Source: an optimization exercise on an open RTL-to-GDS flow (aim: small area, a short achievable clock period and few clock cycles per item). Production flows keep margins and buffers that such runs may drop. Where RTL was checked, it was by simulation tests only, not by an equivalence proof against the original. For run 2, only the layout was checked, not whether the RTL still works. Power and IR drop assume default switching activity.

==> flow/design.v, too long to show whole: its modules and the start of the top module <==
// module fp_booth_enc: 16 lines
// module fp_tz24: 31 lines
// module fp_pfx_add: 34 lines
// module fp_lzc27: 31 lines
// module fp_mul_core: 1045 lines
// module fpu_top: 295 lines
module fpu_top (
    input  logic            clk,
    input  logic            rst,
    input  logic            in_valid,
    output logic            in_ready,
    input  logic [31:0]     op_a,
    input  logic [31:0]     op_b,
    input  logic [1:0]      op,
    output logic            out_valid,
    input  logic            out_ready,
    output logic [31:0]     result,
    output logic [3:0]      flags
);
  // ...
==> flow/flow/run.sh <==
#!/bin/bash
# Standard layout with two changes:
#  - after the standard synthesis, flow/fixinv.py removes inverters between
#    full-adder cells (a full adder is self-dual, so a cell can work on
#    complemented inputs and give complemented outputs); registers and all
#    other cells are untouched;
#  - timing repair aims below the clock period: repair_timing works until
#    every path has SETUP_SLACK_MARGIN ns to spare.
set -euo pipefail
M=8.3
R=orfs/results/sky130hd/fpu_top/base
bash standard.sh SETUP_SLACK_MARGIN=$M synth > synth.log 2>&1
cp $R/1_2_yosys.v synth_netlist_orig.log
python3 flow/fixinv.py synth_netlist_orig.log $R/1_2_yosys.v > fixinv.log 2>&1
touch $R/1_2_yosys.v
bash standard.sh SETUP_SLACK_MARGIN=$M finish > flow.log 2>&1
==> flow/flow/fixinv.py <==
#!/usr/bin/env python3
"""Remove inverters around full-adder cells in a mapped sky130 netlist.

A full adder is self-dual: FA(~a, ~b, ~c) = (~sum, ~cout). Each fa cell may
therefore work on complemented signals, its outputs then carrying the
complement of their original values. This picks that choice per cell by
local search so that as few inverters as possible are needed, drops the
netlist's free inverters (internal nets, loads only on cell pins) and adds one
inverter per net whose complement is still needed. Registers and every other
cell are left as they are; each of their pins still sees its original value.

usage: fixinv.py IN.v OUT.v
"""
import re
import sys
from collections import defaultdict

OUT_PINS = {"X", "Y", "Q", "Q_N", "SUM", "COUT", "HI", "LO"}
INV_RE = re.compile(r"^sky130_fd_sc_hd__(inv|clkinv)_\d+$")
FA_RE = re.compile(r"^sky130_fd_sc_hd__fa_\d+$")

src = open(sys.argv[1]).read()
mod_start = src.index("module ")
body_end = src.rindex("endmodule")
if "assign " in src[mod_start:body_end]:
    sys.stderr.write("fixinv: netlist has assign statements, left unchanged\n")
    open(sys.argv[2], "w").write(src)
    sys.exit(0)

cell_re = re.compile(r"^  (sky130_fd_sc_hd__\w+) (\\\S+ |\S+) +\((.*?)\n  \);\n", re.S | re.M)
pin_re = re.compile(r"\.(\w+)\(((?:\\\S+ )|[^()]*?)\)")

cells = []  # [type, name, {pin: net}, span]
n_inst = len(re.findall(r"^  sky130_fd_sc_hd__", src, re.M))
for m in cell_re.finditer(src):
    pins = {}
    for pm in pin_re.finditer(m.group(3)):
        pins[pm.group(1)] = pm.group(2).strip()
    cells.append([m.group(1), m.group(2), pins, m.span()])

if len(cells) != n_inst:
    sys.stderr.write(f"fixinv: parsed {len(cells)} of {n_inst} cells, netlist left unchanged\n")
    open(sys.argv[2], "w").write(src)
    sys.exit(0)

ports = set()
for m in re.finditer(r"^\s*(input|output)\s+(\[\d+:\d+\]\s+)?(\S+);", src, re.M):
    ports.add(m.group(3))

def is_port_net(n):
    base = n.lstrip("\\").split("[")[0].strip()
    return base in ports

driver = {}
loads = defaultdict(list)
for ci, (typ, name, pins, _) in enumerate(cells):
    for p, n in pins.items():
        if p in OUT_PINS:
            driver[n] = (ci, p)
        else:
            loads[n].append((ci, p))

free_inv = set()
for ci, (typ, name, pins, _) in enumerate(cells):
    if INV_RE.match(typ):
        y = pins["Y"]
        if not is_port_net(y) and loads[y]:
            free_inv.add(ci)

def lit(n):
    """(base net, polarity) of net n through free inverters."""
    pol = 0
    while n in driver and driver[n][0] in free_inv:
        pol ^= 1
        n = cells[driver[n][0]][2]["A"]
    return n, pol

fa_cells = [ci for ci, c in enumerate(cells) if FA_RE.match(c[0])]
flip = defaultdict(int)

# Every load pin of a kept cell, with the literal it needs (before flips)
pin_req = []  # (ci, pin, base, pol)
for ci, (typ, name, pins, _) in enumerate(cells):
    if ci in free_inv:
        continue
    for p, n in pins.items():
        if p in OUT_PINS:
            continue
        b, pol = lit(n)
        pin_req.append((ci, p, b, pol))

by_base = defaultdict(list)
for k, (ci, p, b, pol) in enumerate(pin_req):
    by_base[b].append(k)

def phys(b):
    d = driver.get(b)
    if d is not None and FA_RE.match(cells[d[0]][0]):
        return flip[d[0]]
    return 0

def need_inv(b):
    ph = phys(b)
    for k in by_base[b]:
        ci, p, _, pol = pin_req[k]
        want = pol ^ (flip[ci] if FA_RE.match(cells[ci][0]) else 0)
        if want != ph:
            return 1
    return 0

def touched(ci):
    pins = cells[ci][2]
    s = set()
    for p in ("A", "B", "CIN"):
        s.add(lit(pins[p])[0])
    for p in ("SUM", "COUT"):
        s.add(pins[p])
    return s

before = sum(need_inv(b) for b in by_base)
n_free = len(free_inv)
improved = True
passes = 0
while improved and passes < 50:
    improved = False
    passes += 1
    for ci in fa_cells:
        nets = touched(ci)
        old = sum(need_inv(b) for b in nets)
        flip[ci] ^= 1
        new = sum(need_inv(b) for b in nets)
        if new < old:
            improved = True
        else:
            flip[ci] ^= 1
after = sum(need_inv(b) for b in by_base)

# Rebuild: new pin connections
inv_net = {}
new_cells = []
for b in sorted(by_base):
    if need_inv(b):
        k = len(inv_net)
        y = f"fixinv_n{k}"
        inv_net[b] = y
        bn = b if not b.startswith("\\") else b + " "
        new_cells.append(f"  sky130_fd_sc_hd__inv_1 fixinv_c{k} (\n    .A({bn}),\n    .Y({y})\n  );\n")

newpins = defaultdict(dict)
for ci, p, b, pol in pin_req:
    want = pol ^ (flip[ci] if FA_RE.match(cells[ci][0]) else 0)
    n = b if want == phys(b) else inv_net[b]
    newpins[ci][p] = n

out = []
pos = 0
for ci, (typ, name, pins, span) in enumerate(cells):
    out.append(src[pos:span[0]])
    pos = span[1]
    if ci in free_inv:
        continue
    conns = []
    for p, n in pins.items():
        if p not in OUT_PINS:
            n = newpins[ci][p]
        tok = n + " " if n.startswith("\\") else n
        conns.append(f"    .{p}({tok})")
    out.append(f"  {typ} {name} (\n" + ",\n".join(conns) + "\n  );\n")
tail = src[pos:]
ei = tail.rindex("endmodule")
out.append(tail[:ei] + "".join(new_cells) + tail[ei:])
text = "".join(out)
# declare the new nets after the first wire declaration
decl = "".join(f"  wire {v};\n" for v in inv_net.values())
wi = text.index("  wire ", text.index("module "))
text = text[:wi] + decl + text[wi:]
open(sys.argv[2], "w").write(text)
sys.stderr.write(f"fixinv: {len(fa_cells)} full adders, {sum(flip.values())} flipped, "
                 f"free inverters {n_free} -> {after} (start {before}), {passes} passes\n")
==> flow/standard.sh <==
#!/bin/bash
# synth_recipe.tcl (not shown) runs the flow's synth.tcl, then flattens the netlist and writes it again
# the make line also repeats each setting of config.mk as NAME=value (left out here)
make -C /OpenROAD-flow-scripts/flow DESIGN_CONFIG=/design/flow/config.mk WORK_HOME=/design/flow/orfs CLKGATE_MAP_FILE= SYNTH_SCRIPT=/design/flow/synth_recipe.tcl "${@:-finish}"
==> flow/config.mk <==
export PLATFORM = sky130hd
export DESIGN_NAME = fpu_top
export DESIGN_NICKNAME = fpu_top
export VERILOG_FILES = /design/flow/design.v
export SDC_FILE = /design/flow/constraint.sdc
export NUM_CORES = 4
export LEC_CHECK = 0
export CAP_MARGIN = 20
export CORE_MARGIN = 2
export CORE_UTILIZATION = 45
export PLACE_DENSITY = 0.6
export SLEW_MARGIN = 20
==> flow/constraint.sdc <==
create_clock -name core_clock -period 13.0 [get_ports {clk}]
set_input_delay 2.6000 -clock core_clock [delete_from_list [all_inputs] [get_ports {clk}]]
set_output_delay 2.6000 -clock core_clock [all_outputs]
set_load 0.01 [all_outputs]
==> impl_metrics.py, run 1 <==
metrics = {
    "global_route": {
        "grt.overflow.total": 0,
        "grt_max_degree": 75,
        "met3_usage": 0.0386,
        "grtUsageTotal": 0.266,
    },
    "pwr": {
        "pg_clk_mw": 1.32,
        "p_int_mw": 5.22,
        "power_per_cell_area_nw_per_um2": 241,
        "finalPower_mw": 9.45,
        "p_seq_mw": 2.28,
    },
    "hold_path": {
        "whs_endpoint": "r3_e[6]",
    },
    "critical_path": {
        "reg2reg_from": "r1_a[11]",
        "critical_path.top_delay_family": "adder cells",
        "worstSetupPathType": "register to register",
    },
    "cts": {
        "cts_num_sinks": 374,
        "cts-hold-fix-buffers": 0,
        "cts_root_buffer": "clkbuf_16",
        "clk_path_buf_depth": 3,
    },
    "die": {
        "start_util": 0.452,
    },
    "final_layout": {
        "seq_area_um2": 11200,
        "layout_common_cells": "366 x edfxtp_1, 277 x inv_1, 269 x xnor2_1",
        "n_all_buffers": 195,
    },
    "timing": {
        "rsz0062_at_grt": "false",
        "period_needed_ns": 4.49,
    },
    "synth": {
        "synth-warning-count": 10,
        "synthCells": 3450,
    },
    "outcome": {
        "outcome": "no timing/DRC/antenna violations",
    },
    "placement": {
        "dp.cells": 4441,
        "gp_congestion": 0.976,
    },
}
Testbench counts, summed over its fixed seeds: cycles 16,040, items 16,000.
==> module fp_pfx_add, before the edit <==
module fp_pfx_add #(
    parameter int W = 8
) (
    input  wire [W-1:0] a,
    input  wire [W-1:0] b,
    input  wire         cin,
    output wire [W-1:0] s,
    output wire         co
);
    localparam int L = (W > 32) ? 6 : (W > 16) ? 5 : (W > 8) ? 4 : (W > 4) ? 3 : (W > 2) ? 2 : 1;
    wire [W-1:0] x = a ^ b;
    wire [W-1:0] g [0:L];
    wire [W-1:0] p [0:L];
    assign g[0] = (a & b) | {{(W-1){1'b0}}, x[0] & cin};
    assign p[0] = x;
    for (genvar l = 0; l < L; l++) begin : g_lvl
        for (genvar i = 0; i < W; i++) begin : g_bit
            if (((i >> l) & 1) == 1) begin : g_op
                localparam int J = ((i >> l) << l) - 1;
                assign g[l+1][i] = g[l][i] | (p[l][i] & g[l][J]);
                assign p[l+1][i] = p[l][i] & p[l][J];
            end else begin : g_pass
                assign g[l+1][i] = g[l][i];
                assign p[l+1][i] = p[l][i];
            end
        end
    end
    if (W > 1) begin : g_sum
        assign s = x ^ {g[L][W-2:0], cin};
    end else begin : g_sum1
        assign s = x ^ cin;
    end
    assign co = g[L][W-1];
endmodule
==> run 2: changes to the inputs <==
--- a/flow/design.v
+++ b/flow/design.v
@@ -101,7 +101,7 @@
     output wire [W-1:0] s,
     output wire         co
 );
-    localparam int L = (W > 32) ? 6 : (W > 16) ? 5 : (W > 8) ? 4 : (W > 4) ? 3 : (W > 2) ? 2 : 1;
+    localparam int L = (W > 1) ? $clog2(W) : 1;
     wire [W-1:0] x = a ^ b;
     wire [W-1:0] g [0:L];
     wire [W-1:0] p [0:L];
--- a/flow/flow/run.sh
+++ b/flow/flow/run.sh
@@ -5,7 +5,9 @@
 #    complemented inputs and give complemented outputs); registers and all
 #    other cells are untouched;
 #  - timing repair aims below the clock period: repair_timing works until
-#    every path has SETUP_SLACK_MARGIN ns to spare.
+#    every path has SETUP_SLACK_MARGIN ns to spare;
+#  - every input and output port still gets a buffer, a buf_2 rather than
+#    the slow clkdlybuf4s50 delay cell that buffer_ports picks by default.
 set -euo pipefail
 M=8.3
 R=orfs/results/sky130hd/fpu_top/base
@@ -13,4 +15,4 @@
 cp $R/1_2_yosys.v synth_netlist_orig.log
 python3 flow/fixinv.py synth_netlist_orig.log $R/1_2_yosys.v > fixinv.log 2>&1
 touch $R/1_2_yosys.v
-bash standard.sh SETUP_SLACK_MARGIN=$M finish > flow.log 2>&1
+bash standard.sh SETUP_SLACK_MARGIN=$M "BUFFER_PORTS_ARGS=-buffer_cell sky130_fd_sc_hd__buf_2" finish > flow.log 2>&1
==> run 2 against run 1 <==
Still clean on timing, DRC and antenna. Routed wire length is 0.17% higher. Sequential cell count stayed put. Synthesized area stayed put. Setup slack better by 0.0016 ns. Count of clock-buffer cells in the layout is 6 higher. First-iteration DRC count is 6.9% lower.
==> impl_metrics.py, run 2 <==
metrics = {
    "timing": {
        "fmax_ghz": 0.223,
        "hold_viol_final": 0,
        "clock_skew_ns": 0.0195,
        "period_needed_ns": 4.48,
        "worst_slack_ns": 8.52,
        "setup_tns_ns": 0,
        "rsz0062_at_grt": "false",
        "finalCritPeriodShare": 0.345,
        "setup_viol": 0,
        "tightest_slew_ns": 1.12,
        "relSlewSlack": 0.254,
        "drv_slew": 0,
    },
    "critical_path": {
        "critical_path_arrival_ns": 4.79,
        "cp_max_fo": 24,
        "reg2reg_from": "r1_two[7]",
        "rr_endpoint": "r2_s[33]",
        "cp-startpoint": "r1_two[7]",
        "cp-endpoint": "r2_s[33]",
        "crit_required_ns": 13.31,
        "ff2ff_setup_slack_ns": 8.52,
        "worstSetupPathType": "register to register",
        "crit_path_end_kind": "register",
        "reg2regPathDepth": 9,
        "crit_top_cell": "fa_1",
        "cp_slowest_cell": "edfxtp_1",
        "crit_chain": "a22oi_1 -> xnor2_1 -> fa_1 -> fa_1 -> fa_1 -> fa_1 -> fa_1 -> nand2_1 -> o21ai_0",
        "critical-path-max-stage-delay_ns": 1.08,
        "cp-start-kind": "register",
    },
    "drt": {
        "drt-met1-wl_um": 44000,
        "highest_layer": "met4",
        "wl_um": 109000,
        "drt_iter0_markers": 2511,
        "drt.antenna.violating_nets": 0,
        "drc_errors": 0,
        "drt-pass1-iter-count": 6,
        "wl_met2_um": 50800,
        "route.vias.total": 27000,
        "wire_per_inst_um": 24.1,
        "vias_per_cell": 5.96,
        "wl_met3_um": 8420,
    },
    "cts": {
        "htree_levels": 2,
        "cts_root_buffer": "clkbuf_16",
        "numCtsBuffers": 45,
        "clk_latency_ns": 0.61,
        "cts-hold-fix-buffers": 0,
        "cts_num_sinks": 374,
        "clk_pin_slew_ns": 0.06,
        "clk_path_buf_depth": 3,
        "cts_tree": "yes",
    },
    "outcome": {
        "outcome": "no timing/DRC/antenna violations",
    },
    "synth": {
        "syn-num-nets": 3992,
        "synthCells": 3450,
        "syn-cell-area_um2": 35500,
        "synth-warning-count": 10,
        "syn_area_per_cell_um2": 10.3,
    },
    "global_route": {
        "grt_max_degree": 107,
        "first_global_vias": 26700,
        "grt.overflow.total": 0,
        "grt_pass1_wl_um": 165000,
        "grtUsageTotal": 0.266,
        "antenna_found_initial": 2,
    },
    "final_layout": {
        "nFillCells": 7344,
        "diodes": 0,
        "layout_commonest_cell": "edfxtp_1",
        "final_nets": 3987,
        "area_delta_synth_final_pct": 8.61,
        "utilization": 0.491,
        "drive_above_1_share": 0.107,
        "top_regs": "r2_c: 48 flops, r2_s: 48 flops, k_data: 36 flops",
        "layout_common_cells": "366 x edfxtp_1, 276 x inv_1, 269 x xnor2_1",
    },
    "pwr": {
        "power_per_cell_area_nw_per_um2": 243,
        "irDropWorstVdd_mv": 0.130,
        "leakage_nw": 15.7,
        "finalPower_mw": 9.39,
    },
    "die": {
        "dieArea_um2": 81200,
        "die_h_um": 285,
        "start_util": 0.452,
        "fp.coreArea_um2": 78600,
        "io_pins": 108,
        "std_cell_rows": 103,
        "dieWidth_um": 285,
    },
    "hold_path": {
        "hp-class": "register to register",
    },
    "placement": {
        "port_buffers": 107,
        "hpwl_um": 77300,
        "dpl_worst_slack_ns": 8.24,
        "gp_congestion": 0.948,
    },
    "job": {
        "cap_violations": 0,
    },
}
[run 2: per-layer routing]
| layer | up-vias | GRT usage |
|---|---|---|
| met3 | 273 | 0.0393 |
| li1 | 12300 | - |
| met5 | - | 0 |
| met1 | 13300 | 0.347 |
| met4 | 0 | 0.134 |
| met2 | 1205 | 0.433 |
[run 2: worst min-delay path by stage]
stage | depth (start not counted) | end | from
global placement | 0 | r3_spk[0] | r2_spk[0]
detailed placement | 0 | r4_sgn | r3_sgn
finish | 0 | r3_e[8] | r2_e[8]
global route | 0 | r4_sgn | r3_sgn
CTS | 0 | r4_sgn | r3_sgn
floorplan | 0 | r3_e[0] | r2_e[0]
[run 2: power breakdown]
group / internal (mW) / switching (mW) / total (mW)
Combinational: 2.52 / 3.37 / 5.89
Sequential: 1.94 / 0.346 / 2.28
Clock: 0.682 / 0.537 / 1.22
[run 2: repair_timing]
item,CTS,global route
buffers inserted,1,9
pin swaps,0,1
endpoints found under the setup margin,2,27
gates resized for setup,1,17
[run 2: layout make-up]
cell class                      count  area [um^2]  area share
Multi-Input combinational cell   2549        22400       0.581
Clock buffer                       63         1210      0.0314
Inverter                          281         1070      0.0278
Sequential cell                   374        11200       0.289
Timing Repair Buffer              194         1220      0.0316
Tap cell                         1050         1310      0.0340
Clock inverter                     20          211     0.00548
[run 2: worst max-delay path, delay by kind of cell (launching register included)]
| kind | cells | cell delay, ns |
|---|---|---|
| AOI/OAI and AO/OA | 2 | 0.36 |
| xor gates and xnor gates | 1 | 0.29 |
| adders and majority gates | 5 | 2.36 |
| DFF | 1 | 1.08 |
| and+or+nand+nor | 1 | 0.07 |
[run 2: metrics by stage]
step                instance area, um^2  std cells  hold slack (ns)
floorplan                         35600       3450            0.400
global placement                  37000       4438            0.400
detailed placement                37000       4438            0.405
CTS                               38500       4522            0.418
global route                      38600       4531            0.420
finish                            38600       4531            0.417
==> module fpu_top, before the edit <==
module fpu_top (
    input  logic            clk,
    input  logic            rst,
    input  logic            in_valid,
    output logic            in_ready,
    input  logic [31:0]     op_a,
    input  logic [31:0]     op_b,
    input  logic [1:0]      op,
    output logic            out_valid,
    input  logic            out_ready,
    output logic [31:0]     result,
    output logic [3:0]      flags
);
    localparam logic [1:0] SP_NONE = 2'd0;
    localparam logic [1:0] SP_NAN  = 2'd1;
    localparam logic [1:0] SP_INF  = 2'd2;
    localparam logic [1:0] SP_ZERO = 2'd3;
    logic v1, v2, ov, kv;
    logic ir, ovn;                
    logic go;
    assign go        = !kv;       
    assign in_ready  = ir;
    assign out_valid = !ovn;
    logic [31:0] r1_a, r1_b;
    logic [1:0]  r1_op;
    logic [11:0] bd_one, bd_two, bd_neg, r1_one, r1_two, r1_neg;
    fp_booth_enc u_benc (.f (op_b[22:0]), .one (bd_one), .two (bd_two), .neg (bd_neg));
    always_ff @(posedge clk) begin
        if (rst)     v1 <= 1'b0;
        else if (go) v1 <= in_valid;
    end
    always_ff @(posedge clk) begin
        if (go) begin
            r1_a  <= op_a;
            r1_b  <= op_b;
            r1_op <= op;
            r1_one <= bd_one;
            r1_two <= bd_two;
            r1_neg <= bd_neg;
        end
    end
    logic        sa, sb, esb;
    logic [7:0]  ea, eb;
    logic [22:0] fa, fb;
    logic        za, zb, inf_a, inf_b, nan_a, nan_b;
    logic        is_mul, is_rsvd;
    logic        a_ge, a_eq;
    assign sa = r1_a[31];
    assign sb = r1_b[31];
    assign ea = r1_a[30:23];
    assign eb = r1_b[30:23];
    assign fa = r1_a[22:0];
    assign fb = r1_b[22:0];
    assign za    = (ea == 8'd0);
    assign zb    = (eb == 8'd0);
    assign inf_a = (&ea) && (fa == 23'd0);
    assign inf_b = (&eb) && (fb == 23'd0);
    assign nan_a = (&ea) && (fa != 23'd0);
    assign nan_b = (&eb) && (fb != 23'd0);
    assign is_mul  = (r1_op == 2'd2);
    assign is_rsvd = (r1_op == 2'd3);
    assign esb     = sb ^ r1_op[0];    
    fp_pfx_add #(.W(31)) u_cmp (
        .a (r1_a[30:0]), .b (~r1_b[30:0]), .cin (1'b1), .s (), .co (a_ge)
    );
    assign a_eq = (r1_a[30:0] == r1_b[30:0]);
    logic [1:0] spk;
    logic       sps;
    always_comb begin
        spk = SP_NONE;
        sps = 1'b0;
        if (is_rsvd || nan_a || nan_b) begin
            spk = SP_NAN;
        end else if (!is_mul) begin
            if (inf_a && inf_b) begin
                if (sa != esb) begin
                    spk = SP_NAN;
                end else begin
                    spk = SP_INF;
                    sps = sa;
                end
            end else if (inf_a) begin
                spk = SP_INF;
                sps = sa;
            end else if (inf_b) begin
                spk = SP_INF;
                sps = esb;
            end else if (za && zb) begin
                spk = SP_ZERO;
                sps = sa & esb;
            end else if (a_eq && (sa != esb)) begin
                spk = SP_ZERO;    
            end
        end else begin
            if ((inf_a && zb) || (inf_b && za)) begin
                spk = SP_NAN;
            end else if (inf_a || inf_b) begin
                spk = SP_INF;
                sps = sa ^ sb;
            end else if (za || zb) begin
                spk = SP_ZERO;
                sps = sa ^ sb;
            end
        end
    end
    logic [7:0]  e_big, ediff;
    logic [22:0] f_big, f_small;
    logic        e_ge, small_z, s_big, eff_sub;
    logic [23:0] sig_small, sig_x;
    logic [4:0]  shamt, tz_a, tz_b, tz_s;
    logic [5:0]  lo_pos;
    logic [7:0]  d_ab, d_ba;
    fp_pfx_add #(.W(8)) u_dab (.a (ea), .b (~eb), .cin (1'b1), .s (d_ab), .co (e_ge));
    fp_pfx_add #(.W(8)) u_dba (.a (eb), .b (~ea), .cin (1'b1), .s (d_ba), .co ());
    fp_tz24 u_tza (.f (fa), .tz (tz_a));
    fp_tz24 u_tzb (.f (fb), .tz (tz_b));
    assign e_big     = e_ge ? ea : eb;
    assign ediff     = e_ge ? d_ab : d_ba;
    assign small_z   = e_ge ? zb : za;
    assign f_big     = a_ge ? fa : fb;
    assign f_small   = a_ge ? fb : fa;
    assign tz_s      = a_ge ? tz_b : tz_a;
    assign s_big     = a_ge ? sa : esb;
    assign eff_sub   = sa ^ esb;
    assign sig_small = small_z ? 24'd0 : {1'b1, f_small};
    assign sig_x     = sig_small ^ {24{eff_sub}};
    assign shamt     = (ediff[7:5] != 3'd0) ? 5'd31 : ediff[4:0];
    assign lo_pos    = small_z ? 6'd32 : ({1'b0, tz_s} + 6'd3);
    logic [47:0] cs_s, cs_c;
    logic [9:0]  mexp;
    fp_mul_core u_mul (
        .a      (fa),
        .bd_one (r1_one),
        .bd_two (r1_two),
        .bd_neg (r1_neg),
        .cs_s   (cs_s),
        .cs_c   (cs_c)
    );
    localparam logic [9:0] MINUS_BIAS = 10'h381;
    logic [9:0] me_s, me_c;
    assign me_s = {2'b00, ea} ^ {2'b00, eb} ^ MINUS_BIAS;
    assign me_c = {(({1'b0, ea[7:0]} & {1'b0, eb[7:0]}) |
                    ({1'b0, ea[7:0]} & MINUS_BIAS[8:0]) |
                    ({1'b0, eb[7:0]} & MINUS_BIAS[8:0])), 1'b0};
    fp_pfx_add #(.W(10)) u_mexp (.a (me_s), .b (me_c), .cin (1'b0), .s (mexp), .co ());
    logic [47:0] r2_s, r2_c;
    logic [9:0]  r2_e;
    logic        r2_sgn, r2_mul, r2_sps;
    logic [1:0]  r2_spk;
    always_ff @(posedge clk) begin
        if (rst)     v2 <= 1'b0;
        else if (go) v2 <= v1;
    end
    always_ff @(posedge clk) begin
        if (go) begin
            r2_s   <= is_mul ? cs_s : {eff_sub, f_big, sig_x};
            r2_c   <= {cs_c[47:11], is_mul ? cs_c[10:0] : {shamt, lo_pos}};
            r2_e   <= is_mul ? mexp : {2'b00, e_big};
            r2_sgn <= is_mul ? (sa ^ sb) : s_big;
            r2_mul <= is_mul;
            r2_spk <= spk;
            r2_sps <= sps;
        end
    end
    logic [26:0] sh_v [0:5];
    logic [4:0]  r2_sh;
    logic [5:0]  r2_lo;
    logic        r2_eff_sub, st0;
    logic [27:0] raw_sum;
    assign r2_eff_sub = r2_s[47];
    assign r2_sh      = r2_c[10:6];
    assign r2_lo      = r2_c[5:0];
    assign sh_v[5]    = {r2_s[23:0], {3{r2_eff_sub}}};
    for (genvar k = 4; k >= 0; k--) begin : g_align
        localparam int D = 1 << k;
        assign sh_v[k] = r2_sh[k] ? {{D{r2_eff_sub}}, sh_v[k+1][26:D]} : sh_v[k+1];
    end
    assign st0 = ({1'b0, r2_sh} >= r2_lo);
    fp_pfx_add #(.W(28)) u_sum (
        .a   ({2'b01, r2_s[46:24], 3'b000}),
        .b   ({r2_eff_sub, sh_v[0][26:1], st0 ^ r2_eff_sub}),
        .cin (r2_eff_sub),
        .s   (raw_sum),
        .co  ()
    );
    logic [47:0] prod;
    logic [27:0] m_x;
    fp_pfx_add #(.W(48)) u_prod (.a (r2_s), .b (r2_c), .cin (1'b0), .s (prod), .co ());
    assign m_x  = {prod[47:21], |prod[20:0]};
    logic        v3;
    logic [27:0] r3_x;
    logic [9:0]  r3_e;
    logic        r3_sgn, r3_sps;
    logic [1:0]  r3_spk;
    always_ff @(posedge clk) begin
        if (rst)     v3 <= 1'b0;
        else if (go) v3 <= v2;
    end
    always_ff @(posedge clk) begin
        if (go) begin
            r3_x   <= r2_mul ? m_x : raw_sum;
            r3_e   <= r2_e;
            r3_sgn <= r2_sgn;
            r3_spk <= r2_spk;
            r3_sps <= r2_sps;
        end
    end
    logic [4:0]  lz;
    logic [26:0] n_sig;
    logic [9:0]  n_exp;
    logic [9:0]  e_inc, e_dec;
    fp_lzc27 u_lzc (.x (r3_x[26:0]), .lz (lz));
    fp_pfx_add #(.W(10)) u_einc (.a (r3_e), .b (10'd0), .cin (1'b1), .s (e_inc), .co ());
    fp_pfx_add #(.W(10)) u_edec (.a (r3_e), .b (~{5'd0, lz}), .cin (1'b1), .s (e_dec), .co ());
    assign n_sig = r3_x[27] ? {r3_x[27:2], r3_x[1] | r3_x[0]} : (r3_x[26:0] << lz);
    assign n_exp = r3_x[27] ? e_inc : e_dec;
    logic        v4;
    logic [26:0] sig;
    logic [9:0]  exp;
    logic        r4_sgn, r4_sps;
    logic [1:0]  r4_spk;
    always_ff @(posedge clk) begin
        if (rst)     v4 <= 1'b0;
        else if (go) v4 <= v3;
    end
    always_ff @(posedge clk) begin
        if (go) begin
            sig    <= n_sig;
            exp    <= n_exp;
            r4_sgn <= r3_sgn;
            r4_spk <= r3_spk;
            r4_sps <= r3_sps;
        end
    end
    logic        round_up, rnd_co;
    logic [23:0] sig_rnd;
    logic [9:0]  exp_p1, exp_rnd;
    logic        ovf, unf;
    logic [31:0] rp_result;
    logic [3:0]  rp_flags;
    assign round_up = sig[2] & (sig[1] | sig[0] | sig[3]);
    fp_pfx_add #(.W(24)) u_rnd (.a (sig[26:3]), .b (24'd0), .cin (round_up), .s (sig_rnd), .co (rnd_co));
    fp_pfx_add #(.W(10)) u_ep1 (.a (exp), .b (10'd0), .cin (1'b1), .s (exp_p1), .co ());
    assign exp_rnd = rnd_co ? exp_p1 : exp;
    assign ovf = !exp[9] && (exp[8] || (&exp[7:0]) || (rnd_co && exp[7:0] == 8'hFE));
    assign unf = exp[9] || (exp[8:0] == 9'd0 && !rnd_co);
    always_comb begin
        rp_flags    = 4'd0;
        rp_flags[0] = |sig[2:0];
        if (ovf) begin
            rp_result   = {r4_sgn, 8'hFF, 23'd0};
            rp_flags[2] = 1'b1;
            rp_flags[0] = 1'b1;
        end else if (unf) begin
            rp_result   = {r4_sgn, 31'd0};
            rp_flags[1] = 1'b1;
            rp_flags[0] = 1'b1;
        end else begin
            rp_result = {r4_sgn, exp_rnd[7:0], sig_rnd[22:0]};
        end
    end
    logic [35:0] st_out;
    always_comb begin
        case (r4_spk)
            SP_NAN:  st_out = {32'h7FC0_0000, 4'b1000};
            SP_INF:  st_out = {r4_sps, 8'hFF, 23'd0, 4'b0000};
            SP_ZERO: st_out = {r4_sps, 31'd0, 4'b0000};
            default: st_out = {rp_result, rp_flags};
        endcase
    end
    logic        incoming, o_free;
    logic [35:0] k_data;
    assign incoming = go && v4;
    assign o_free   = !ov || out_ready;
    logic ov_next, kv_next;
    assign ov_next = o_free ? (kv || incoming) : ov;
    assign kv_next = kv ? !o_free : (incoming && !o_free);
    always_ff @(posedge clk) begin
        if (rst) begin
            ov  <= 1'b0;
            kv  <= 1'b0;
            ovn <= 1'b1;
            ir  <= 1'b1;
        end else begin
            ov  <= ov_next;
            kv  <= kv_next;
            ovn <= !ov_next;
            ir  <= !kv_next;
        end
    end
    always_ff @(posedge clk) begin
        if (o_free) {result, flags} <= kv ? k_data : st_out;
        if (!kv && !o_free) k_data <= st_out;
    end
endmodule
==> run 3: changes to the inputs <==
--- a/flow/design.v
+++ b/flow/design.v
@@ -101,7 +101,7 @@
     output wire [W-1:0] s,
     output wire         co
 );
-    localparam int L = (W > 1) ? $clog2(W) : 1;
+    localparam int L = (W > 32) ? 6 : (W > 16) ? 5 : (W > 8) ? 4 : (W > 4) ? 3 : (W > 2) ? 2 : 1;
     wire [W-1:0] x = a ^ b;
     wire [W-1:0] g [0:L];
     wire [W-1:0] p [0:L];
@@ -1317,8 +1317,9 @@
     logic [22:0] f_big, f_small;
     logic        e_ge, small_z, s_big, eff_sub;
     logic [23:0] sig_small, sig_x;
-    logic [4:0]  shamt, tz_a, tz_b, tz_s;
-    logic [5:0]  lo_pos;
+    logic [4:0]  shamt, tz_a, tz_b;
+    logic [26:0] al0, al16, al8;
+    logic        st0;
     logic [7:0]  d_ab, d_ba;
     fp_pfx_add #(.W(8)) u_dab (.a (ea), .b (~eb), .cin (1'b1), .s (d_ab), .co (e_ge));
     fp_pfx_add #(.W(8)) u_dba (.a (eb), .b (~ea), .cin (1'b1), .s (d_ba), .co ());
@@ -1329,13 +1330,18 @@
     assign small_z   = e_ge ? zb : za;
     assign f_big     = a_ge ? fa : fb;
     assign f_small   = a_ge ? fb : fa;
-    assign tz_s      = a_ge ? tz_b : tz_a;
     assign s_big     = a_ge ? sa : esb;
     assign eff_sub   = sa ^ esb;
     assign sig_small = small_z ? 24'd0 : {1'b1, f_small};
     assign sig_x     = sig_small ^ {24{eff_sub}};
     assign shamt     = (ediff[7:5] != 3'd0) ? 5'd31 : ediff[4:0];
-    assign lo_pos    = small_z ? 6'd32 : ({1'b0, tz_s} + 6'd3);
+    logic st0_a, st0_b;
+    assign st0_a     = ({1'b0, shamt} >= ({1'b0, tz_a} + 6'd3));
+    assign st0_b     = ({1'b0, shamt} >= ({1'b0, tz_b} + 6'd3));
+    assign st0       = !small_z && (a_ge ? st0_b : st0_a);
+    assign al0       = {sig_x, {3{eff_sub}}};
+    assign al16      = shamt[4] ? {{16{eff_sub}}, al0[26:16]} : al0;
+    assign al8       = shamt[3] ? {{8{eff_sub}}, al16[26:8]} : al16;
     logic [47:0] cs_s, cs_c;
     logic [9:0]  mexp;
     fp_mul_core u_mul (
@@ -1353,9 +1359,11 @@
                     ({1'b0, ea[7:0]} & MINUS_BIAS[8:0]) |
                     ({1'b0, eb[7:0]} & MINUS_BIAS[8:0])), 1'b0};
     fp_pfx_add #(.W(10)) u_mexp (.a (me_s), .b (me_c), .cin (1'b0), .s (mexp), .co ());
+    logic m_sticky;
+    assign m_sticky = (({1'b0, tz_a} + {1'b0, tz_b}) < 6'd21);
     logic [47:0] r2_s, r2_c;
     logic [9:0]  r2_e;
-    logic        r2_sgn, r2_mul, r2_sps;
+    logic        r2_sgn, r2_mul, r2_sps, r2_mst;
     logic [1:0]  r2_spk;
     always_ff @(posedge clk) begin
         if (rst)     v2 <= 1'b0;
@@ -1363,32 +1371,31 @@
     end
     always_ff @(posedge clk) begin
         if (go) begin
-            r2_s   <= is_mul ? cs_s : {eff_sub, f_big, sig_x};
-            r2_c   <= {cs_c[47:11], is_mul ? cs_c[10:0] : {shamt, lo_pos}};
+            r2_s   <= is_mul ? cs_s : {eff_sub, f_big, al8[26:3]};
+            r2_c   <= {cs_c[47:7], is_mul ? cs_c[6:0] : {al8[2:0], shamt[2:0], st0}};
             r2_e   <= is_mul ? mexp : {2'b00, e_big};
             r2_sgn <= is_mul ? (sa ^ sb) : s_big;
             r2_mul <= is_mul;
+            r2_mst <= m_sticky;
             r2_spk <= spk;
             r2_sps <= sps;
         end
     end
-    logic [26:0] sh_v [0:5];
-    logic [4:0]  r2_sh;
-    logic [5:0]  r2_lo;
-    logic        r2_eff_sub, st0;
+    logic [26:0] sh_v [0:3];
+    logic [2:0]  r2_sh;
+    logic        r2_eff_sub, r2_st0;
     logic [27:0] raw_sum;
     assign r2_eff_sub = r2_s[47];
-    assign r2_sh      = r2_c[10:6];
-    assign r2_lo      = r2_c[5:0];
-    assign sh_v[5]    = {r2_s[23:0], {3{r2_eff_sub}}};
-    for (genvar k = 4; k >= 0; k--) begin : g_align
+    assign r2_sh      = r2_c[3:1];
+    assign r2_st0     = r2_c[0];
+    assign sh_v[3]    = {r2_s[23:0], r2_c[6:4]};
+    for (genvar k = 2; k >= 0; k--) begin : g_align
         localparam int D = 1 << k;
         assign sh_v[k] = r2_sh[k] ? {{D{r2_eff_sub}}, sh_v[k+1][26:D]} : sh_v[k+1];
     end
-    assign st0 = ({1'b0, r2_sh} >= r2_lo);
     fp_pfx_add #(.W(28)) u_sum (
         .a   ({2'b01, r2_s[46:24], 3'b000}),
-        .b   ({r2_eff_sub, sh_v[0][26:1], st0 ^ r2_eff_sub}),
+        .b   ({r2_eff_sub, sh_v[0][26:1], r2_st0 ^ r2_eff_sub}),
         .cin (r2_eff_sub),
         .s   (raw_sum),
         .co  ()
@@ -1396,7 +1403,7 @@
     logic [47:0] prod;
     logic [27:0] m_x;
     fp_pfx_add #(.W(48)) u_prod (.a (r2_s), .b (r2_c), .cin (1'b0), .s (prod), .co ());
-    assign m_x  = {prod[47:21], |prod[20:0]};
+    assign m_x  = {prod[47:21], r2_mst};
     logic        v3;
     logic [27:0] r3_x;
     logic [9:0]  r3_e;
--- a/flow/flow/run.sh
+++ b/flow/flow/run.sh
@@ -9,7 +9,7 @@
 #  - every input and output port still gets a buffer, a buf_2 rather than
 #    the slow clkdlybuf4s50 delay cell that buffer_ports picks by default.
 set -euo pipefail
-M=8.3
+M=8.5
 R=orfs/results/sky130hd/fpu_top/base
 bash standard.sh SETUP_SLACK_MARGIN=$M synth > synth.log 2>&1
 cp $R/1_2_yosys.v synth_netlist_orig.log
==> run 3 against run 2 <==
Still clean. Die area is 1.1% lower. First-iteration DRC count rose by 15%. Register-to-register slack improved by 0.05 ns. Sequential cell count rose by 1. Core utilization rose by 1.5 points. Largest cell class unchanged.
==> impl_metrics.py, run 3 <==
metrics = {
    "cts": {
        "cts_num_sinks": 375,
        "numCtsBuffers": 45,
        "clk_latency_ns": 0.62,
        "cts-hold-fix-buffers": 0,
        "cts_root_buffer": "clkbuf_16",
        "clk_path_buf_depth": 3,
        "cts_tree": "yes",
        "clk_pin_slew_ns": 0.06,
        "htree_levels": 2,
    },
    "drt": {
        "wire_per_inst_um": 25.9,
        "drt-pass1-iter-count": 6,
        "drt.antenna.violating_nets": 0,
        "vias_per_cell": 6.07,
        "drc_errors": 0,
        "route.vias.total": 27200,
        "drt_iter0_markers": 2890,
        "wl_um": 116000,
    },
    "critical_path": {
        "critical_path_arrival_ns": 4.75,
        "cp-start-kind": "register",
        "ff2ff_setup_slack_ns": 8.57,
        "worstSetupPathType": "register to register",
        "crit_required_ns": 13.32,
        "crit_path_end_kind": "register",
        "cp_max_fo": 25,
    },
    "pwr": {
        "p_seq_frac": 0.250,
        "power_per_cell_area_nw_per_um2": 230,
        "irDropWorstVdd_mv": 0.188,
        "switchingPower_mw": 3.96,
        "p_sw_frac": 0.440,
        "pwr-share-clk": 0.158,
        "finalPower_mw": 9.01,
        "leakage_nw": 16.1,
        "p_int_mw": 5.05,
        "combPwrFrac": 0.592,
    },
    "synth": {
        "syn-num-nets": 3885,
        "syn-cell-area_um2": 35100,
        "syn_area_per_cell_um2": 10.5,
        "synth-warning-count": 10,
        "synthCells": 3335,
    },
    "placement": {
        "dp.cells": 4334,
        "port_buffers": 107,
        "gp_congestion": 0.985,
        "dpl_worst_slack_ns": 7.79,
        "dpl_cell_area_um2": 36700,
        "hpwl_um": 81300,
    },
    "final_layout": {
        "layout_common_cells": "367 x edfxtp_1, 291 x xnor2_1, 280 x inv_1",
        "utilization": 0.506,
        "final_cell_area_um2": 39100,
        "fin_cells": 4485,
        "layout_commonest_cell": "edfxtp_1",
        "area_delta_synth_final_pct": 11.4,
        "final_nets": 3959,
        "drive_above_1_share": 0.136,
        "diodes": 0,
        "top_regs": "r2_c: 48 flops, r2_s: 48 flops, k_data: 36 flops",
    },
    "timing": {
        "tightest_slew_ns": 1.22,
        "setup_tns_ns": 0,
        "clock_skew_ns": 0.0223,
        "relSlewSlack": 0.188,
        "hold_viol_final": 0,
        "holdWs_ns": 0.416,
        "period_needed_ns": 4.43,
        "rsz0062_at_grt": "true",
        "setup_viol": 0,
        "drv_slew": 0,
        "finalCritPeriodShare": 0.341,
        "worst_slack_ns": 8.57,
        "fmax_ghz": 0.226,
    },
    "global_route": {
        "grt.overflow.total": 0,
        "grt_max_degree": 134,
        "grtUsageTotal": 0.283,
        "grt_pass1_wl_um": 173000,
        "first_global_vias": 27700,
        "antenna_found_initial": 5,
    },
    "hold_path": {
        "hp-class": "register to register",
    },
    "die": {
        "start_util": 0.454,
        "fp.coreArea_um2": 77300,
        "die_h_um": 283,
        "io_pins": 108,
        "dieWidth_um": 283,
        "std_cell_rows": 102,
        "dieArea_um2": 80400,
    },
    "outcome": {
        "outcome": "no timing/DRC/antenna violations",
    },
    "job": {
        "cap_violations": 0,
    },
}
run 3: cell type report:
| class | count | area, um^2 |
|---|---|---|
| fillers | 7009 | 38200 |
| clock inverters | 35 | 532 |
| well taps | 1040 | 1300 |
| flip-flops and latches | 375 | 11200 |
| multi-input cells | 2442 | 22100 |
| clock buffers | 48 | 1140 |
| repair buffers | 253 | 1740 |
| inverters | 292 | 1140 |
run 3: critical path: stages (launching register included):
cell,delay [ns]
edfxtp_1,1.15
a22oi_1,0.19
xor2_1,0.23
fa_1,0.52
fa_1,0.52
inv_1,0.05
fa_1,0.39
fa_1,0.49
fa_1,0.40
nand2_1,0.07
o21ai_0,0.11
run 3: final timing paths:
check	start	endpoint	cells after the start
max	r1_two[11]	r2_s[29]	10
min	r2_e[9]	r3_e[9]	0
max reg2reg	r1_two[11]	r2_s[29]	10
min reg2reg	r2_e[9]	r3_e[9]	0
run 3: routing by layer:
layer | global-route usage | part of all wire | up-vias
met3 | 0.0510 | 0.088 | 338
met4 | 0.139 | 0.055 | 6
met1 | 0.373 | 0.40 | 13500
met5 | 0 | 0.00038 | -
met2 | 0.451 | 0.46 | 1330
li1 | - | - | 12000
run 3: power groups by stage:
stage	Clock, mW	Sequential (mW)	Combinational (mW)
floorplan	0	2.15	3.52
global placement	0	2.27	5.10
detailed placement	0	2.28	5.19
CTS	1.46	2.25	5.24
global route	1.49	2.28	5.93
finish	1.42	2.25	5.34
run 3: timing repair:
| item | CTS | global route |
|---|---|---|
| setup buffers | 22 | 44 |
| gates cloned | 0 | 1 |
| endpoints found under the setup margin | 70 | 47 |
| gates resized for setup | 15 | 31 |
| pin swaps | 1 | 5 |
Testbench counts of run 3, summed over its fixed seeds: cycles 16,040, items 16,000.
==> run 4: changes to the inputs <==
--- a/flow/flow/run.sh
+++ b/flow/flow/run.sh
@@ -9,7 +9,7 @@
 #  - every input and output port still gets a buffer, a buf_2 rather than
 #    the slow clkdlybuf4s50 delay cell that buffer_ports picks by default.
 set -euo pipefail
-M=8.5
+M=8.8
 R=orfs/results/sky130hd/fpu_top/base
 bash standard.sh SETUP_SLACK_MARGIN=$M synth > synth.log 2>&1
 cp $R/1_2_yosys.v synth_netlist_orig.log
==> run 4 against run 3 <==
Die area unchanged. Critical path type unchanged. Count of clock-buffer cells in the layout fell by 1. Core utilization is 0.48 points higher. Clock skew shrank 0.00083 ns. Sequential share of layout area decreased by 0.27 points. Largest power group unchanged. Critical endpoint is now r2_c[0]. Sequential power about the same. Routed wire length shrank 0.34%. Cell count up 0.33%. Worst hold slack improved by 0.0011 ns. Via count up 0.45%.
==> impl_metrics.py, run 4 <==
metrics = {
    "synth": {
        "synthCells": 3335,
        "syn-num-nets": 3885,
        "synth-warning-count": 10,
        "syn_area_per_cell_um2": 10.5,
        "syn-cell-area_um2": 35100,
    },
    "placement": {
        "port_buffers": 107,
        "hpwl_um": 81400,
        "dp.cells": 4333,
        "gp_congestion": 0.947,
    },
    "global_route": {
        "grt_max_degree": 111,
        "antenna_found_initial": 5,
        "grtUsageTotal": 0.284,
        "first_global_vias": 28200,
        "grt.overflow.total": 0,
        "grt_pass1_wl_um": 175000,
    },
    "die": {
        "fp.coreArea_um2": 77300,
        "die_h_um": 283,
        "start_util": 0.454,
        "dieArea_um2": 80400,
        "std_cell_rows": 102,
        "dieWidth_um": 283,
        "io_pins": 108,
    },
    "drt": {
        "drt_iter0_markers": 2825,
        "drt.antenna.violating_nets": 0,
        "vias_per_cell": 6.07,
        "drt-pass1-iter-count": 6,
        "route.vias.total": 27300,
        "drc_errors": 0,
        "wire_per_inst_um": 25.8,
        "wl_um": 116000,
    },
    "cts": {
        "clk_path_buf_depth": 3,
        "htree_levels": 2,
        "cts-hold-fix-buffers": 0,
        "clk_pin_slew_ns": 0.07,
        "numCtsBuffers": 44,
        "cts_tree": "yes",
        "clk_latency_ns": 0.62,
        "cts_root_buffer": "clkbuf_16",
        "cts_num_sinks": 375,
    },
    "timing": {
        "relSlewSlack": 0.346,
        "rsz0062_at_grt": "true",
        "setup_tns_ns": 0,
        "setup_viol": 0,
        "tightest_slew_ns": 0.957,
        "clock_skew_ns": 0.0215,
        "finalCritPeriodShare": 0.325,
        "fmax_ghz": 0.237,
        "holdWs_ns": 0.417,
        "period_needed_ns": 4.22,
        "drv_slew": 0,
        "hold_viol_final": 0,
    },
    "critical_path": {
        "cp_max_fo": 3,
        "reg2reg_from": "r1_a[23]",
        "cp-start-kind": "register",
        "rr_endpoint": "r2_c[0]",
        "worstSetupPathType": "register to register",
        "crit_required_ns": 13.38,
        "crit_path_end_kind": "register",
        "cp-endpoint": "r2_c[0]",
        "critical_path_arrival_ns": 4.60,
        "cp-startpoint": "r1_a[23]",
        "ff2ff_setup_slack_ns": 8.78,
        "reg2regPathDepth": 18,
    },
    "final_layout": {
        "top_regs": "r2_c: 48 flops, r2_s: 48 flops, k_data: 36 flops",
        "final_nets": 3973,
        "area_delta_synth_final_pct": 12.4,
        "fin_cells": 4500,
        "layout_common_cells": "367 x edfxtp_1, 292 x xnor2_1, 279 x inv_1",
        "layout_commonest_cell": "edfxtp_1",
        "nFillCells": 6956,
        "drive_above_1_share": 0.143,
    },
    "outcome": {
        "outcome": "no timing/DRC/antenna violations",
    },
    "pwr": {
        "irDropWorstVdd_mv": 0.115,
        "leakage_nw": 16.2,
        "finalPower_mw": 9.02,
        "power_per_cell_area_nw_per_um2": 228,
    },
    "job": {
        "cap_violations": 0,
    },
    "hold_path": {
        "hp-class": "register to register",
    },
}
run 4: what timing repair did:
item,in CTS,in global routing
gates resized for setup,36,73
endpoints found under the setup margin,170,136
gates cloned,2,0
setup buffers,45,36
pin swaps,10,8
hold endpoints to repair,0,0
run 4: per-stage QoR:
stage | cell area [um^2] | util | setup slack, ns
after CTS | 38900 | 0.503 | 8.64
final | 39500 | 0.511 | 8.78
after global placement | 36700 | 0.474 | 7.61
after detailed placement | 36700 | 0.475 | 7.56
after global routing | 39500 | 0.511 | 8.53
after floorplan | 35200 | - | 8.85
run 4: layer usage:
layer / vias up / part of all wire / track usage
li1: 12100 / - / -
met1: 13500 / 0.39 / 0.362
met2: 1370 / 0.46 / 0.457
met3: 365 / 0.088 / 0.0577
met4: 6 / 0.060 / 0.149
met5: - / 0.00030 / 0
run 4: worst min-delay path by stage:
| stage | startpoint | end | slack, ns | cells past startpoint |
|---|---|---|---|---|
| 6_report | r2_e[2] | r3_e[2] | 0.42 | 0 |
| 5_1_grt | r3_spk[1] | r4_spk[1] | 0.42 | 0 |
| 4_1_cts | r2_e[2] | r3_e[2] | 0.42 | 0 |
| 3_5_place_dp | r2_e[2] | r3_e[2] | 0.40 | 0 |
| 3_3_place_gp | r3_sps | r4_sps | 0.40 | 0 |
| 2_1_floorplan | r2_e[0] | r3_e[0] | 0.40 | 0 |
run 4: worst max-delay path: stages (launching register included):
cell	delay, ns
edfxtp_1	0.40
inv_1	0.09
ha_1	0.21
fa_2	0.37
nor2b_2	0.16
or2_1	0.18
a21oi_1	0.12
fa_2	0.36
mux2i_2	0.22
xnor2_2	0.16
o211ai_1	0.20
or2_2	0.39
ha_1	0.29
nor2b_1	0.13
o21ai_1	0.12
nand2b_1	0.07
a211oi_1	0.22
a2111oi_0	0.10
a21o_1	0.20
run 4: power breakdown:
| part | internal (mW) | total (mW) | switching [mW] |
|---|---|---|---|
| combinational | 2.26 | 5.41 | 3.15 |
| sequential | 1.94 | 2.24 | 0.294 |
| clock | 0.828 | 1.37 | 0.542 |
| total | 5.03 | 9.02 | 3.98 |
run 4: area by class of cell:
cell class / instances / area (um^2) / area share
well taps: 1040 / 1300 / 0.0329
clock inverters: 34 / 508 / 0.0129
diodes: 2 / 5.00 / 0.000127
repair buffers: 267 / 2040 / 0.0517
clock buffers: 47 / 1110 / 0.0281
inverters: 292 / 1140 / 0.0288
multi-input cells: 2443 / 22200 / 0.563
flip-flops and latches: 375 / 11200 / 0.283
==> run 5: changes to the inputs <==
--- a/flow/flow/run.sh
+++ b/flow/flow/run.sh
@@ -15,4 +15,4 @@
 cp $R/1_2_yosys.v synth_netlist_orig.log
 python3 flow/fixinv.py synth_netlist_orig.log $R/1_2_yosys.v > fixinv.log 2>&1
 touch $R/1_2_yosys.v
-bash standard.sh SETUP_SLACK_MARGIN=$M "BUFFER_PORTS_ARGS=-buffer_cell sky130_fd_sc_hd__buf_2" finish > flow.log 2>&1
+bash standard.sh SETUP_SLACK_MARGIN=$M "BUFFER_PORTS_ARGS=-buffer_cell sky130_fd_sc_hd__buf_2" CTS_CLUSTER_SIZE=30 CTS_CLUSTER_DIAMETER=150 finish > flow.log 2>&1
==> run 5 against run 4 <==
Register-to-register slack about the same. Still clean. Critical path type unchanged. Critical path depth up 1. Sequential cell count stayed put. Global-route usage fell by 0.31 points. Worst hold slack improved by 0.012 ns. Setup slack improved by 0.012 ns. Critical endpoint unchanged. Non-clock buffer count is 14 higher. Via count rose by 0.31%. Final area is 2.1% lower. Largest power group unchanged.
==> impl_metrics.py, run 5 <==
metrics = {
    "outcome": {
        "outcome": "no timing/DRC/antenna violations",
    },
    "timing": {
        "setup_tns_ns": 0,
        "fmax_ghz": 0.238,
        "drv_slew": 0,
        "rsz0062_at_grt": "true",
        "holdWs_ns": 0.429,
        "clock_skew_ns": 0.0458,
        "period_needed_ns": 4.21,
        "setup_viol": 0,
        "tightest_slew_ns": 1.04,
        "hold_viol_final": 0,
        "finalCritPeriodShare": 0.324,
        "relSlewSlack": 0.307,
    },
    "drt": {
        "drt-pass1-iter-count": 6,
        "wire_per_inst_um": 26.0,
        "route.vias.total": 27400,
        "vias_per_cell": 6.14,
        "wl_um": 116000,
        "drt.antenna.violating_nets": 0,
        "drt_iter0_markers": 2907,
        "drc_errors": 0,
    },
    "pwr": {
        "power_per_cell_area_nw_per_um2": 217,
        "irDropWorstVdd_mv": 0.147,
        "leakage_nw": 15.8,
        "finalPower_mw": 8.38,
    },
    "synth": {
        "syn-num-nets": 3885,
        "syn-cell-area_um2": 35100,
        "synth-warning-count": 10,
        "synthCells": 3335,
        "syn_area_per_cell_um2": 10.5,
    },
    "cts": {
        "htree_levels": 1,
        "clk_pin_slew_ns": 0.12,
        "cts-hold-fix-buffers": 0,
        "cts_num_sinks": 375,
        "numCtsBuffers": 18,
        "cts_root_buffer": "clkbuf_16",
        "clk_latency_ns": 0.60,
        "clk_path_buf_depth": 3,
        "cts_tree": "yes",
    },
    "final_layout": {
        "layout_common_cells": "367 x edfxtp_1, 293 x xnor2_1, 278 x inv_1",
        "top_regs": "r2_c: 48 flops, r2_s: 48 flops, k_data: 36 flops",
        "final_nets": 3961,
        "drive_above_1_share": 0.139,
        "fin_cells": 4465,
        "utilization": 0.500,
        "area_delta_synth_final_pct": 10.1,
        "layout_commonest_cell": "edfxtp_1",
    },
    "die": {
        "dieWidth_um": 283,
        "start_util": 0.454,
        "fp.coreArea_um2": 77300,
        "std_cell_rows": 102,
        "die_h_um": 283,
        "io_pins": 108,
        "dieArea_um2": 80400,
    },
    "global_route": {
        "grt.overflow.total": 0,
        "grt_max_degree": 111,
        "first_global_vias": 27700,
        "grt_pass1_wl_um": 173000,
        "antenna_found_initial": 2,
        "grtUsageTotal": 0.281,
    },
    "critical_path": {
        "cp_max_fo": 3,
        "worstSetupPathType": "register to register",
        "crit_path_end_kind": "register",
        "crit_required_ns": 13.38,
        "cp-start-kind": "register",
        "critical_path_arrival_ns": 4.59,
    },
    "placement": {
        "port_buffers": 107,
        "dp.cells": 4333,
        "gp_congestion": 0.947,
        "hpwl_um": 81400,
    },
    "job": {
        "cap_violations": 0,
    },
    "hold_path": {
        "hp-class": "register to register",
    },
}
run 5: worst paths after layout:
check | startpoint | to | slack, ns | depth (start not counted)
worst min register to register | r2_e[9] | r3_e[9] | 0.43 | 0
worst min-delay path | r2_e[9] | r3_e[9] | 0.43 | 0
worst max register to register | r1_a[23] | r2_c[0] | 8.79 | 19
worst max-delay path | r1_a[23] | r2_c[0] | 8.79 | 19
run 5: final cells by class:
type | count | area [um^2]
Fill cell | 7073 | 38700
Multi-Input combinational cell | 2443 | 22300
Antenna cell | 3 | 7.51
Clock buffer | 23 | 469
Tap cell | 1040 | 1300
Timing Repair Buffer | 281 | 2170
Sequential cell | 375 | 11200
Inverter | 292 | 1140
Clock inverter | 8 | 105
run 5: worst max-delay path, cell delays in order, from the launching register on:
cell and delay (ns):
edfxtp_1 0.42, buf_4 0.16, ha_1 0.22, fa_2 0.41, nor2b_1 0.16, o21ai_2 0.09
nor2b_2 0.17, fa_2 0.36, mux2i_4 0.18, xnor2_2 0.15, o211ai_1 0.23, or2_4 0.31
ha_1 0.31, a21oi_2 0.13, nor2b_1 0.05, o21ai_1 0.12, nand2b_1 0.08, a211oi_2 0.18
a2111oi_1 0.08, a21o_1 0.19
run 5: metal layers:
| metal | GRT usage | share of wire |
|---|---|---|
| met2 | 0.454 | 0.46 |
| met4 | 0.140 | 0.052 |
| met3 | 0.0551 | 0.087 |
| met1 | 0.361 | 0.40 |
| met5 | 0 | 0.000095 |
run 5: what timing repair did:
item	in CTS	in global routing
gates cloned	2	2
gates resized for setup	40	85
endpoints found under the hold margin	0	0
pin swaps	8	12
setup endpoints to repair	171	126
buffers inserted	39	55
run 5: power breakdown:
| part | internal, mW | total, mW | switching (mW) |
|---|---|---|---|
| combinational | 2.28 | 5.45 | 3.17 |
| clock | 0.275 | 0.700 | 0.425 |
| sequential | 1.94 | 2.23 | 0.294 |
run 5: through the flow:
stage               setup slack (ns)  cell area, um^2
floorplan                       8.85            35200
global placement                7.61            36700
detailed placement              7.56            36700
CTS                             8.68            37800
global route                    8.59            38700
finish                          8.79            38700
==> run 6: changes to the inputs <==
--- a/flow/flow/run.sh
+++ b/flow/flow/run.sh
@@ -1,5 +1,5 @@
 #!/bin/bash
-# Standard layout with two changes:
+# Standard layout with these changes:
 #  - after the standard synthesis, flow/fixinv.py removes inverters between
 #    full-adder cells (a full adder is self-dual, so a cell can work on
 #    complemented inputs and give complemented outputs); registers and all
@@ -15,4 +15,4 @@
 cp $R/1_2_yosys.v synth_netlist_orig.log
 python3 flow/fixinv.py synth_netlist_orig.log $R/1_2_yosys.v > fixinv.log 2>&1
 touch $R/1_2_yosys.v
-bash standard.sh SETUP_SLACK_MARGIN=$M "BUFFER_PORTS_ARGS=-buffer_cell sky130_fd_sc_hd__buf_2" CTS_CLUSTER_SIZE=30 CTS_CLUSTER_DIAMETER=150 finish > flow.log 2>&1
+bash standard.sh SETUP_SLACK_MARGIN=$M "BUFFER_PORTS_ARGS=-buffer_cell sky130_fd_sc_hd__buf_2" CTS_CLUSTER_SIZE=22 CTS_CLUSTER_DIAMETER=120 finish > flow.log 2>&1
==> run 6 against run 5 <==
Setup slack got worse by 0.032 ns. Non-clock buffer count decreased by 6. Fmax decreased by 0.76%. Via count decreased by 0.96%. Power increased by 0.66%. Routed wire length decreased by 0.54%. Sequential power about the same. Sequential share of layout area decreased by 0.10 points. Clock power increased by 14%.
==> impl_metrics.py, run 6 <==
metrics = {
    "cts": {
        "cts_num_sinks": 375,
        "clk_path_buf_depth": 3,
        "htree_levels": 1,
        "clk_pin_slew_ns": 0.10,
        "numCtsBuffers": 23,
        "cts_tree": "yes",
        "cts_root_buffer": "clkbuf_16",
        "clk_latency_ns": 0.62,
    },
    "timing": {
        "holdWs_ns": 0.424,
        "clock_skew_ns": 0.0423,
        "setup_viol": 0,
        "relSlewSlack": 0.339,
        "finalCritPeriodShare": 0.326,
        "tightest_slew_ns": 0.967,
        "rsz0062_at_grt": "true",
        "period_needed_ns": 4.24,
        "fmax_ghz": 0.236,
        "setup_tns_ns": 0,
        "hold_viol_final": 0,
        "drv_slew": 0,
    },
    "pwr": {
        "power_per_cell_area_nw_per_um2": 217,
        "p_seq_frac": 0.265,
        "leakage_nw": 15.9,
        "switchingPower_mw": 3.87,
        "finalPower_mw": 8.44,
        "pwr-share-clk": 0.094,
        "combPwrFrac": 0.641,
        "p_sw_frac": 0.459,
        "irDropWorstVdd_mv": 0.131,
        "p_int_mw": 4.57,
    },
    "final_layout": {
        "multi_input_area_um2": 22300,
        "top_regs": "r2_c: 48 flops, r2_s: 48 flops, k_data: 36 flops",
        "drive_above_1_share": 0.137,
        "final_nets": 3960,
        "layout_common_cells": "367 x edfxtp_1, 293 x xnor2_1, 279 x inv_1",
        "nFillCells": 7041,
        "final_cell_area_um2": 38800,
        "area_delta_synth_final_pct": 10.4,
        "seq_area_um2": 11200,
        "layout_commonest_cell": "edfxtp_1",
        "utilization": 0.502,
    },
    "synth": {
        "synth-warning-count": 10,
        "syn-num-nets": 3885,
        "synthCells": 3335,
        "syn-cell-area_um2": 35100,
        "syn_area_per_cell_um2": 10.5,
    },
    "critical_path": {
        "cp_max_fo": 3,
        "cp-startpoint": "r1_a[23]",
        "critical_path_arrival_ns": 4.63,
        "cp-start-kind": "register",
        "cp-endpoint": "r2_c[0]",
        "reg2regPathDepth": 19,
        "ff2ff_setup_slack_ns": 8.76,
        "reg2reg_from": "r1_a[23]",
        "crit_required_ns": 13.38,
        "worstSetupPathType": "register to register",
        "rr_endpoint": "r2_c[0]",
        "crit_path_end_kind": "register",
    },
    "outcome": {
        "outcome": "no timing/DRC/antenna violations",
    },
    "die": {
        "dieWidth_um": 283,
        "std_cell_rows": 102,
        "fp.coreArea_um2": 77300,
        "dieArea_um2": 80400,
        "start_util": 0.454,
        "die_h_um": 283,
        "io_pins": 108,
    },
    "hold_path": {
        "hp-class": "register to register",
        "holdPathStages": 0,
        "min-delay-start": "r2_e[9]",
    },
    "drt": {
        "drt-pass1-iter-count": 7,
        "drt_iter0_markers": 2795,
        "wl_um": 116000,
        "vias_per_cell": 6.08,
        "wire_per_inst_um": 25.9,
        "route.vias.total": 27200,
        "drc_errors": 0,
        "drt.antenna.violating_nets": 0,
    },
    "global_route": {
        "antenna_found_initial": 4,
        "grt_max_degree": 111,
        "grt.overflow.total": 0,
        "first_global_vias": 27900,
        "grtUsageTotal": 0.282,
        "grt_pass1_wl_um": 174000,
    },
    "placement": {
        "gp_congestion": 0.947,
        "port_buffers": 107,
        "hpwl_um": 81400,
        "dpl_cell_area_um2": 36700,
    },
    "job": {
        "cap_violations": 0,
    },
}
==> run 6: worst min-delay path by stage <==
stage	endpoint	slack (ns)
floorplan	r3_e[0]	0.40
global placement	r4_sps	0.40
detailed placement	r3_e[2]	0.40
CTS	r3_e[9]	0.43
global route	r4_spk[1]	0.43
finish	r3_e[9]	0.42
==> run 6: layout make-up <==
class                           count  area share
Multi-Input combinational cell   2443       0.574
Sequential cell                   375       0.288
Timing Repair Buffer              275      0.0560
Tap cell                         1040      0.0335
Inverter                          292      0.0294
Clock buffer                       34      0.0164
Clock inverter                      7     0.00235
Antenna cell                        3    0.000193
==> run 6: per-stage QoR <==
stage	setup WS [ns]	cells
CTS	8.68	4419
floorplan	8.85	3335
finish	8.76	4469
global placement	7.61	4331
detailed placement	7.56	4333
global route	8.52	4466
==> run 6: timing repair <==
action	CTS	global route
setup endpoints to repair	171	140
gates resized for setup	44	78
cloned	2	1
setup buffers	43	45
hold buffers	0	0
pin swaps	8	8
==> run 6: power groups by stage <==
stage	combinational, mW	sequential, mW	clock (mW)
5_1_grt	5.96	2.26	0.859
2_1_floorplan	3.52	2.15	0
6_report	5.41	2.23	0.797
3_3_place_gp	5.09	2.27	0
4_1_cts	5.29	2.24	0.822
3_5_place_dp	5.21	2.28	0
==> run 6: worst max-delay path, stage by stage, from the launching register on <==
cell	delay, ns
edfxtp_1	0.41
inv_1	0.08
ha_1	0.21
fa_2	0.37
nor2b_2	0.17
or2_4	0.15
a21oi_1	0.10
fa_1	0.41
mux2i_2	0.23
xnor2_2	0.16
o211ai_1	0.20
or2_4	0.32
ha_1	0.30
a21oi_1	0.13
nor2b_1	0.06
o21ai_1	0.12
nand2b_1	0.07
a211oi_1	0.22
a2111oi_0	0.10
a21o_1	0.20
==> run 6: per-layer routing <==
metal / global-route usage / wire (um) / up-vias
met4: 0.146 / 6590 / 0
met3: 0.0543 / 9550 / 328
met2: 0.454 / 53200 / 1320
met1: 0.362 / 46300 / 13500
li1: - / - / 12000
met5: 0 / 0 / -
==> run 7: changes to the inputs <==
--- a/flow/flow/run.sh
+++ b/flow/flow/run.sh
@@ -9,7 +9,7 @@
 #  - every input and output port still gets a buffer, a buf_2 rather than
 #    the slow clkdlybuf4s50 delay cell that buffer_ports picks by default.
 set -euo pipefail
-M=8.8
+M=9.1
 R=orfs/results/sky130hd/fpu_top/base
 bash standard.sh SETUP_SLACK_MARGIN=$M synth > synth.log 2>&1
 cp $R/1_2_yosys.v synth_netlist_orig.log
==> run 7 against run 6 <==
Global-route usage grew 1.1 points. Sequential power about the same. Fmax grew 3.6%. First-iteration DRC count is 5.3% higher. Non-clock buffer count rose by 115. Worst hold slack better by 0.0031 ns. Largest cell class unchanged. Largest power group unchanged. Die area stayed put. Final area increased by 7.5%. Sequential cell count unchanged. Clock skew barely moved. Synthesized cell count stayed put. Combinational power rose by 8.9%.
==> impl_metrics.py, run 7 <==
metrics = {
    "placement": {
        "dpl_worst_slack_ns": 7.48,
        "hpwl_um": 80900,
        "gp_congestion": 0.949,
        "port_buffers": 107,
    },
    "cts": {
        "cts_tree": "yes",
        "cts-hold-fix-buffers": 0,
        "cts_root_buffer": "clkbuf_16",
        "clk_pin_slew_ns": 0.10,
        "htree_levels": 1,
        "clk_latency_ns": 0.63,
        "numCtsBuffers": 23,
        "clk_path_buf_depth": 3,
        "cts_num_sinks": 375,
    },
    "timing": {
        "worst_slack_ns": 8.91,
        "clock_skew_ns": 0.0425,
        "rsz0062_at_grt": "true",
        "setup_viol": 0,
        "fmax_ghz": 0.244,
        "holdWs_ns": 0.427,
        "setup_tns_ns": 0,
        "relSlewSlack": 0.289,
        "finalCritPeriodShare": 0.315,
        "drv_slew": 0,
        "hold_viol_final": 0,
        "period_needed_ns": 4.09,
        "tightest_slew_ns": 1.07,
    },
    "critical_path": {
        "cp_slowest_cell": "edfxtp_1",
        "critical-path-max-stage-delay_ns": 0.44,
        "crit_chain": "buf_6 -> ha_4 -> fa_2 -> nor2b_2 -> o21ai_2 -> nor2b_4 -> fa_2 -> mux2i_4 -> xnor2_2 -> buf_4 -> buf_6 -> buf_6 -> o2111a_2 -> clkinvlp_4 -> ha_1 -> o21ai_1 -> nand2b_1 -> a211oi_2 -> a2111oi_2 -> a21o_1",
        "cp-start-kind": "register",
        "crit_top_cell": "buf_6",
        "critical_path.top_delay_family": "adder cells",
        "cp-startpoint": "r1_a[23]",
        "worstSetupPathType": "register to register",
        "path_buf_inv": 5,
        "crit_required_ns": 13.39,
        "reg2reg_from": "r1_a[23]",
        "crit_path_end_kind": "register",
        "cp_max_fo": 4,
        "critical_path_arrival_ns": 4.48,
    },
    "global_route": {
        "first_global_vias": 28600,
        "grt_max_degree": 95,
        "grtUsageTotal": 0.293,
        "antenna_found_initial": 2,
        "grt_pass1_wl_um": 180000,
        "grt.overflow.total": 0,
    },
    "synth": {
        "syn-num-nets": 3885,
        "syn-cell-area_um2": 35100,
        "syn_area_per_cell_um2": 10.5,
        "synthCells": 3335,
        "synth-warning-count": 10,
    },
    "outcome": {
        "outcome": "no timing/DRC/antenna violations",
    },
    "drt": {
        "wl_um": 123000,
        "vias_per_cell": 6.18,
        "route.vias.total": 28300,
        "wire_per_inst_um": 26.9,
        "drt-pass1-iter-count": 6,
        "drt.antenna.violating_nets": 0,
        "drt_iter0_markers": 2943,
        "drc_errors": 0,
    },
    "hold_path": {
        "min-delay-start": "r3_spk[1]",
        "hp-class": "register to register",
    },
    "final_layout": {
        "final_nets": 4075,
        "layout_commonest_cell": "edfxtp_1",
        "drive_above_1_share": 0.244,
        "area_delta_synth_final_pct": 18.7,
        "layout_common_cells": "367 x edfxtp_1, 269 x xnor2_1, 258 x inv_1",
        "top_regs": "r2_c: 48 flops, r2_s: 48 flops, k_data: 36 flops",
    },
    "pwr": {
        "leakage_nw": 16.9,
        "irDropWorstVdd_mv": 0.147,
        "p_sw_frac": 0.456,
        "p_int_mw": 4.85,
        "pwr-share-clk": 0.089,
        "switchingPower_mw": 4.06,
        "power_per_cell_area_nw_per_um2": 213,
        "combPwrFrac": 0.662,
        "p_seq_frac": 0.250,
    },
    "die": {
        "start_util": 0.454,
        "dieWidth_um": 283,
        "fp.coreArea_um2": 77300,
        "dieArea_um2": 80400,
        "die_h_um": 283,
        "std_cell_rows": 102,
        "io_pins": 108,
    },
    "job": {
        "cap_violations": 0,
    },
}
run 7: cell type report:
type                       count  area [um^2]
clock inverter                 8         97.6
timing repair buffer         390         3810
clock buffer                  32          609
tap                         1040         1300
fill                        6756        35600
antenna                        2         5.00
inverter                     292         1160
multi-input combinational   2443        23600
sequential                   375        11200
run 7: stage by stage:
stage,cells,util,area [um^2],total power [mW]
after floorplan,3335,-,35200,5.68
after global placement,4335,0.475,36700,7.35
after detailed placement,4335,0.475,36700,7.47
after CTS,4497,0.514,39700,8.52
after global routing,4580,0.539,41700,9.55
final,4582,0.539,41700,8.91
run 7: path summary, 6_finish.rpt:
| path | to | slack [ns] | cells after the start |
|---|---|---|---|
| max | r2_c[0] | 8.91 | 20 |
| min | r4_spk[1] | 0.43 | 0 |
| max reg2reg | r2_c[0] | 8.91 | 20 |
| min reg2reg | r4_spk[1] | 0.43 | 0 |
run 7: metal layers:
metal,vias up,GRT usage,share of wire
met5,-,0,0.000073
met4,2,0.166,0.071
met3,422,0.0589,0.089
met2,1488,0.473,0.46
met1,14100,0.367,0.38
li1,12300,-,-
run 7: repair_timing:
action,4_1_cts,5_1_grt
endpoints found under the setup margin,137,88
resized for setup,257,282
buffers inserted,111,71
gates cloned,11,10
pin swaps,66,132
run 7: power groups by stage:
| stage | registers, mW | logic [mW] | clock network, mW |
|---|---|---|---|
| 5_1_grt | 2.26 | 6.44 | 0.848 |
| 6_report | 2.22 | 5.89 | 0.788 |
| 3_5_place_dp | 2.27 | 5.20 | 0 |
| 4_1_cts | 2.23 | 5.48 | 0.813 |
| 2_1_floorplan | 2.15 | 3.52 | 0 |
| 3_3_place_gp | 2.26 | 5.08 | 0 |

Check on run 7: ideal ports give 8.908 ns setup slack; a clkbuf_16 on the clock port and buf_2 on the inputs give 8.908 ns; moving port delays by the midpoint clock arrival (0.674 ns) as well gives 8.816 ns.
